This is an optimization exercise on Yosys and OpenROAD, whose aim is small area, a short achievable clock period and few clock cycles per item, not a production implementation. Where RTL was checked, it was by simulation tests only, not by an equivalence proof against the original.

==> 12-23: inputs <==
## trilinear_interp_axis
module trilinear_interp_axis (
    input  logic         clk,
    input  logic         rstn,
    input  logic         in_valid,
    output logic         in_ready,
    input  logic [7:0]   frac_r,
    input  logic [7:0]   frac_g,
    input  logic [7:0]   frac_b,
    input  logic         mode,
    input  logic [7:0]   in_user,
    input  logic [191:0] pt_nbr,
    output logic         out_valid,
    input  logic         out_ready,
    output logic [23:0]  out_pt,
    output logic [7:0]   out_user
);
    logic [226:0] st1_d, st1_q;
    logic [385:0] st2_d, st2_q;
    logic [145:0] st3_d, st3_q;
    logic [319:0] st4_d, st4_q;
    logic [76:0] st5_d, st5_q;
    logic [163:0] st6_d, st6_q;
    logic [5:0] v_q;
    logic [2:0] cnt;
    logic [2:0] wp, rp;
    logic [3:0] mcnt;
    logic [31:0] mem [6];
    logic [31:0] hd_q;
    wire [8:0] sel_r0 = {mode & frac_r[7], mode ? {8{frac_r[7]}} : frac_r};
    wire [8:0] sel_g0 = {mode & frac_g[7], mode ? {8{frac_g[7]}} : frac_g};
    wire [8:0] sel_b0 = {mode & frac_b[7], mode ? {8{frac_b[7]}} : frac_b};
  ...
==> flow/config.mk <==
export PLATFORM = sky130hd
export DESIGN_NAME = trilinear_interp_axis
export DESIGN_NICKNAME = trilinear_interp_axis
export VERILOG_FILES = /design/flow/design.v
export SDC_FILE = /design/flow/constraint.sdc
export NUM_CORES = 4
export LEC_CHECK = 0
export ABC_CLOCK_PERIOD_IN_PS = 3200
export CAP_MARGIN = 20
export CORE_MARGIN = 2
export CORE_UTILIZATION = 40
export SETUP_SLACK_MARGIN = 2.8
export SLEW_MARGIN = 20
export TNS_END_PERCENT = 20
==> flow/constraint.sdc <==
create_clock -name core_clock -period 6.0 [get_ports {clk}]
set_input_delay 1.2000 -clock core_clock [delete_from_list [all_inputs] [get_ports {clk}]]
set_output_delay 1.2000 -clock core_clock [all_outputs]
set_load 0.01 [all_outputs]
run.sh (not shown) runs the stock make flow with config.mk's settings and CLKGATE_MAP_FILE= SYNTH_SCRIPT=/design/flow/synth_recipe.tcl, a recipe that flattens the netlist after the stock synthesis.
==> 09-01 (differences from 12-23) <==
ABC_CLOCK_PERIOD_IN_PS = 2900   (was 3200)
SETUP_SLACK_MARGIN = 3.1   (was 2.8)
TNS_END_PERCENT = default   (was 20)
==> summary of the runs <==
09-01 passed the timing, DRC and antenna checks. 12-23 finished clean.
In 09-01 the fmax is lower than in 12-23, by about 0.53%.
In 12-23 the worst hold slack is higher than in 09-01, by 0.0055 ns.
Against 12-23, the clock skew of 09-01 is higher by 0.020 ns.
In sequential cell count, 12-23 and 09-01 do not differ.
In 09-01 the sequential share of layout area is lower than in 12-23, by 1.5 points.
Non-clock buffer count: 12-23 is lower than 09-01 (230).
In area after synthesis, 09-01 and 12-23 do not differ.
==> figures <==
	12-23	09-01
Fin worst setup slack	2.724 ns	2.706 ns
Footprint of the flip-flops and latches	0.03337 mm2	0.03339 mm2
Min-delay src	st2_q[16]	st4_q[24]
Number of placed instances with taps included	10214	10211
Final core occ	46.43%	48.85%
Length of routed wiring on met1	103200 um	107400 um
Result of the run	no timing/DRC/antenna violations	no timing/DRC/antenna violations
Via count normalized by instance count	5.087	5.120
Routability congestion estimate	0.8312	0.8198
Detail-routed net length per standard cell	20.93 um	22.15 um
Slew at the pin closest to its max-slew limit	0.9902 ns	1.053 ns
Pin count of the biggest net entering global routing	68	65
NonClk Buf Share	4.943%	7.542%
Post-CTS setup buffer count	72	144
No run of this note included a check of the RTL's function; only the layout flow was run.

========
==> run a <==
trilinear_interp_axis, a different RTL version from the one above (not shown whole).
clock: 6.0 ns
lec_check: 0
abc_clock_period_in_ps: 2800
cap_margin: 20
core_margin: 2
core_utilization: 40
setup_slack_margin: 3.2
slew_margin: 20
synth_hierarchical: 1
tns_end_percent: 30
==> run b (differences from run a) <==
ABC_CLOCK_PERIOD_IN_PS = 2700   (was 2800)
SETUP_SLACK_MARGIN = 3.3   (was 3.2)
TNS_END_PERCENT = not set   (was 30)
==> impl_metrics.py <==
metrics = {
    "detailed_routing": {
        "met1_length_um": 106000,
    },
    "cells_and_area": {
        "multi_input_area_um2": 55400,
        "finalNetCount": 8742,
    },
    "status": {
        "status": "no timing/DRC/antenna violations",
    },
    "sta": {
        "max_freq_mhz": 334,
    },
}
Source of the figures above: run a

==> impl_metrics.py <==
metrics = {
    "status": {
        "status": "no timing/DRC/antenna violations",
    },
    "cells_and_area": {
        "multi_input_area_um2": 57400,
        "sh_seq_area": 0.319,
        "finalNetCount": 8995,
    },
    "sta": {
        "max_freq_mhz": 336,
    },
    "detailed_routing": {
        "met1_length_um": 112000,
    },
}
Source of the figures above: run b

Testbench counts of run a, summed over its fixed seeds: cycles 16,056, items 16,000.
Testbench counts of run b, summed over its fixed seeds: cycles 16,056, items 16,000.

========
==> raven <==
trilinear_interp_axis, a different RTL version from the one above (not shown whole).
==> flow/config.mk <==
export PLATFORM = sky130hd
export DESIGN_NAME = trilinear_interp_axis
export DESIGN_NICKNAME = trilinear_interp_axis
export VERILOG_FILES = /design/flow/design.v
export SDC_FILE = /design/flow/constraint.sdc
export NUM_CORES = 4
export LEC_CHECK = 0
export ABC_CLOCK_PERIOD_IN_PS = 3100
export CAP_MARGIN = 20
export CORE_MARGIN = 2
export CORE_UTILIZATION = 40
export CTS_BUF_LIST = sky130_fd_sc_hd__clkbuf_4 sky130_fd_sc_hd__clkbuf_8
export SETUP_SLACK_MARGIN = 2.9
export SLEW_MARGIN = 20
export TNS_END_PERCENT = 20
==> flow/constraint.sdc <==
create_clock -name core_clock -period 6.0 [get_ports {clk}]
set_input_delay 1.2000 -clock core_clock [delete_from_list [all_inputs] [get_ports {clk}]]
set_output_delay 1.2000 -clock core_clock [all_outputs]
set_load 0.01 [all_outputs]
==> xenon: changes against raven <==
CTS_BUF_LIST = unset   (was sky130_fd_sc_hd__clkbuf_4 sky130_fd_sc_hd__clkbuf_8)
TNS_END_PERCENT = unset   (was 20)
==> harbor: changes against raven <==
--- a/flow/design.v
+++ b/flow/design.v
@@ -17,18 +17,18 @@
     logic [226:0] st1_d, st1_q;
     logic [529:0] st2_d, st2_q;
     logic [145:0] st3_d, st3_q;
     logic [319:0] st4_d, st4_q;
     logic [76:0] st5_d, st5_q;
     logic [163:0] st6_d, st6_q;
     logic [5:0] v_q;
-    logic [2:0] cnt;
+    logic [3:0] cnt;
     logic [2:0] wp, rp;
     logic [3:0] mcnt;
-    logic [31:0] mem [6];
+    logic [31:0] mem [7];
     logic [31:0] hd_q;
     wire [8:0] sel_r0 = {mode & frac_r[7], mode ? {8{frac_r[7]}} : frac_r};
     wire [8:0] sel_g0 = {mode & frac_g[7], mode ? {8{frac_g[7]}} : frac_g};
     wire [8:0] sel_b0 = {mode & frac_b[7], mode ? {8{frac_b[7]}} : frac_b};
     assign st1_d = {pt_nbr[191], pt_nbr[190], pt_nbr[189], pt_nbr[188], pt_nbr[187], pt_nbr[186], pt_nbr[185], pt_nbr[184], pt_nbr[183], pt_nbr[182], pt_nbr[181], pt_nbr[180], pt_nbr[179], pt_nbr[178], pt_nbr[177], pt_nbr[176], pt_nbr[175], pt_nbr[174], pt_nbr[173], pt_nbr[172], pt_nbr[171], pt_nbr[170], pt_nbr[169], pt_nbr[168], pt_nbr[167], pt_nbr[166], pt_nbr[165], pt_nbr[164], pt_nbr[163], pt_nbr[162], pt_nbr[161], pt_nbr[160], pt_nbr[159], pt_nbr[158], pt_nbr[157], pt_nbr[156], pt_nbr[155], pt_nbr[154], pt_nbr[153], pt_nbr[152], pt_nbr[151], pt_nbr[150], pt_nbr[149], pt_nbr[148], pt_nbr[147], pt_nbr[146], pt_nbr[145], pt_nbr[144], pt_nbr[143], pt_nbr[142], pt_nbr[141], pt_nbr[140], pt_nbr[139], pt_nbr[138], pt_nbr[137], pt_nbr[136], pt_nbr[135], pt_nbr[134], pt_nbr[133], pt_nbr[132], pt_nbr[131], pt_nbr[130], pt_nbr[129], pt_nbr[128], pt_nbr[127], pt_nbr[126], pt_nbr[125], pt_nbr[124], pt_nbr[123], pt_nbr[122], pt_nbr[121], pt_nbr[120], pt_nbr[119], pt_nbr[118], pt_nbr[117], pt_nbr[116], pt_nbr[115], pt_nbr[114], pt_nbr[113], pt_nbr[112], pt_nbr[111], pt_nbr[110], pt_nbr[109], pt_nbr[108], pt_nbr[107], pt_nbr[106], pt_nbr[105], pt_nbr[104], pt_nbr[103], pt_nbr[102], pt_nbr[101], pt_nbr[100], pt_nbr[99], pt_nbr[98], pt_nbr[97], pt_nbr[96], pt_nbr[95], pt_nbr[94], pt_nbr[93], pt_nbr[92], pt_nbr[91], pt_nbr[90], pt_nbr[89], pt_nbr[88], pt_nbr[87], pt_nbr[86], pt_nbr[85], pt_nbr[84], pt_nbr[83], pt_nbr[82], pt_nbr[81], pt_nbr[80], pt_nbr[79], pt_nbr[78], pt_nbr[77], pt_nbr[76], pt_nbr[75], pt_nbr[74], pt_nbr[73], pt_nbr[72], pt_nbr[71], pt_nbr[70], pt_nbr[69], pt_nbr[68], pt_nbr[67], pt_nbr[66], pt_nbr[65], pt_nbr[64], pt_nbr[63], pt_nbr[62], pt_nbr[61], pt_nbr[60], pt_nbr[59], pt_nbr[58], pt_nbr[57], pt_nbr[56], pt_nbr[55], pt_nbr[54], pt_nbr[53], pt_nbr[52], pt_nbr[51], pt_nbr[50], pt_nbr[49], pt_nbr[48], pt_nbr[47], pt_nbr[46], pt_nbr[45], pt_nbr[44], pt_nbr[43], pt_nbr[42], pt_nbr[41], pt_nbr[40], pt_nbr[39], pt_nbr[38], pt_nbr[37], pt_nbr[36], pt_nbr[35], pt_nbr[34], pt_nbr[33], pt_nbr[32], pt_nbr[31], pt_nbr[30], pt_nbr[29], pt_nbr[28], pt_nbr[27], pt_nbr[26], pt_nbr[25], pt_nbr[24], pt_nbr[23], pt_nbr[22], pt_nbr[21], pt_nbr[20], pt_nbr[19], pt_nbr[18], pt_nbr[17], pt_nbr[16], pt_nbr[15], pt_nbr[14], pt_nbr[13], pt_nbr[12], pt_nbr[11], pt_nbr[10], pt_nbr[9], pt_nbr[8], pt_nbr[7], pt_nbr[6], pt_nbr[5], pt_nbr[4], pt_nbr[3], pt_nbr[2], pt_nbr[1], pt_nbr[0], sel_r0[8], sel_r0[7], sel_r0[6], sel_r0[5], sel_r0[4], sel_r0[3], sel_r0[2], sel_r0[1], sel_r0[0], sel_b0[8], sel_b0[7], sel_b0[6], sel_b0[5], sel_b0[4], sel_b0[3], sel_b0[2], sel_b0[1], sel_b0[0], sel_g0[8], sel_g0[7], sel_g0[6], sel_g0[5], sel_g0[4], sel_g0[3], sel_g0[2], sel_g0[1], sel_g0[0], in_user[7], in_user[6], in_user[5], in_user[4], in_user[3], in_user[2], in_user[1], in_user[0]};
     wire [8:0] sel_r = {st1_q[34], st1_q[33], st1_q[32], st1_q[31], st1_q[30], st1_q[29], st1_q[28], st1_q[27], st1_q[26]};
     wire r0_m1 = sel_r[0] ? st1_q[59] : st1_q[35];
@@ -4229,31 +4229,31 @@
     wire acc  = in_valid && in_ready;
     wire del  = hv_q && out_ready;
     wire pop  = !hv_q || out_ready;           
     wire memne = mcnt != '0;
     wire hld  = pop && (memne || arr);        
     wire mrd  = pop && memne;                 
     wire mwr  = arr && !(pop && !memne);      
-    assign in_ready  = (cnt < 3'd7) || (hv_q && out_ready);
+    assign in_ready  = cnt < 4'd8;
     assign out_valid = hv_q;
     assign {out_user, out_pt} = hd_q;
     always_ff @(posedge clk or negedge rstn) begin
         if (!rstn) begin
             v_q  <= '0;
             cnt  <= '0;
             wp   <= '0;
             rp   <= '0;
             mcnt <= '0;
             hv_q <= 1'b0;
         end else begin
             v_q <= {v_q[4:0], acc};
-            cnt  <= cnt + 3'(acc) - 3'(del);
+            cnt  <= cnt + 4'(acc) - 4'(del);
             mcnt <= mcnt + 4'(mwr) - 4'(mrd);
-            if (mwr) wp <= ((wp == 3'd5) ? 3'd0 : wp + 3'd1);
-            if (mrd) rp <= ((rp == 3'd5) ? 3'd0 : rp + 3'd1);
+            if (mwr) wp <= ((wp == 3'd6) ? 3'd0 : wp + 3'd1);
+            if (mrd) rp <= ((rp == 3'd6) ? 3'd0 : rp + 3'd1);
             if (pop) hv_q <= memne || arr;
         end
     end
     always_ff @(posedge clk) begin
         st1_q <= st1_d;
         st2_q <= st2_d;
         st3_q <= st3_d;
CTS_BUF_LIST = unset   (was sky130_fd_sc_hd__clkbuf_4 sky130_fd_sc_hd__clkbuf_8)
==> maple: changes against raven <==
ABC_CLOCK_PERIOD_IN_PS = 3000   (was 3100)
CTS_BUF_LIST = unset   (was sky130_fd_sc_hd__clkbuf_4 sky130_fd_sc_hd__clkbuf_8)
SETUP_SLACK_MARGIN = 3.0   (was 2.9)
==> qor summary <==
metric                                                                                      xenon                      raven                       maple                      harbor
Hold WS                                                                                  0.309 ns                   0.305 ns                    0.304 ns                    0.296 ns
Multiplexer area fraction after synthesis                                                   20.9%                      20.9%                       20.9%                       21.0%
Initial antenna violation count                                                                 8                          7                           9                           7
Fillers                                                                                     20800                      20900                       20700                       20900
Seq/total area                                                                              33.8%                      34.1%                       33.9%                       34.5%
Chip Height                                                                                487 µm                     487 µm                      487 µm                      490 µm
Sequential cell count                                                                        1690                       1690                        1690                        1723
Path type of the worst min-delay path                                                     reg2reg                    reg2reg                     reg2reg                    in2async
Count of buffering cells on the critical path with inverters included                           2                          1                           2                           1
Cell chosen for the clock root                                         sky130_fd_sc_hd__clkbuf_16  sky130_fd_sc_hd__clkbuf_8  sky130_fd_sc_hd__clkbuf_16  sky130_fd_sc_hd__clkbuf_16
Wire per inst                                                                             21.3 µm                    20.9 µm                     21.2 µm                     20.9 µm
Multi-input logic cell count                                                                 4427                       4426                        4425                        4405
Ratio of final minimum period to clock period                                               50.8%                      52.8%                       52.4%                       52.8%
Fraction of post-synthesis cell area in the top cell type by area                           31.0%                      31.0%                       31.0%                       30.7%
Core area                                                                              233000 µm²                 233000 µm²                  233000 µm²                  235000 µm²
Run status                                                                         finished clean             finished clean              finished clean              finished clean
Routed length on met1                                                                      108 mm                     104 mm                      106 mm                      106 mm
Proportion of synthesized flip-flops having asynchronous set or reset                       1.18%                      1.18%                       1.18%                       1.22%
Testbench counts of raven, summed over its fixed seeds: cycles 16,056, items 16,000.
Testbench counts of xenon, summed over its fixed seeds: cycles 16,056, items 16,000.
Testbench counts of maple, summed over its fixed seeds: cycles 16,056, items 16,000.
Only the layout flow was run in harbor; the RTL was not checked for function there.

==> separate check: timing with driven ports <==
Ports are ideal in the flow. The routed layouts listed here were re-timed in OpenROAD. Step 1, drivers: a clkbuf_16 drives clk and a buf_2 each remaining input, both assumed. Step 2 also shifts input and output timing later by t, the mid clock arrival at the registers, as if the neighbouring blocks saw the same clock. Slacks: ideal / step 1 / step 2; pairs: ideal / step 1.
run	shift t [ns]	setup WS [ns]	worst register clock-pin slew, ns	worst data-port slew with drivers (ns)	cell pins on the clock port's net
12-23	0.898	2.724 / 2.724 / 2.186	0.07 / 0.07	0.06	1
09-01	0.905	2.706 / 2.706 / 2.620	0.08 / 0.08	0.06	1
run a	0.894	3.008 / 3.008 / 2.901	0.07 / 0.07	0.07	1
run b	0.893	3.025 / 2.999 / 2.981	0.07 / 0.07	0.07	1
raven	1.076	2.834 / 2.745 / 2.436	0.07 / 0.07	0.10	1
xenon	0.923	2.951 / 2.901 / 2.511	0.07 / 0.07	0.10	1
harbor	0.917	2.832 / 2.832 / 2.337	0.07 / 0.07	0.11	1
maple	0.892	2.857 / 2.832 / 2.731	0.06 / 0.06	0.09	1
After both steps setup and hold are still met in every run listed. The setup slack of 12-23, which loses most, moves by 0.000 ns with the drivers and by -0.538 ns with both steps.
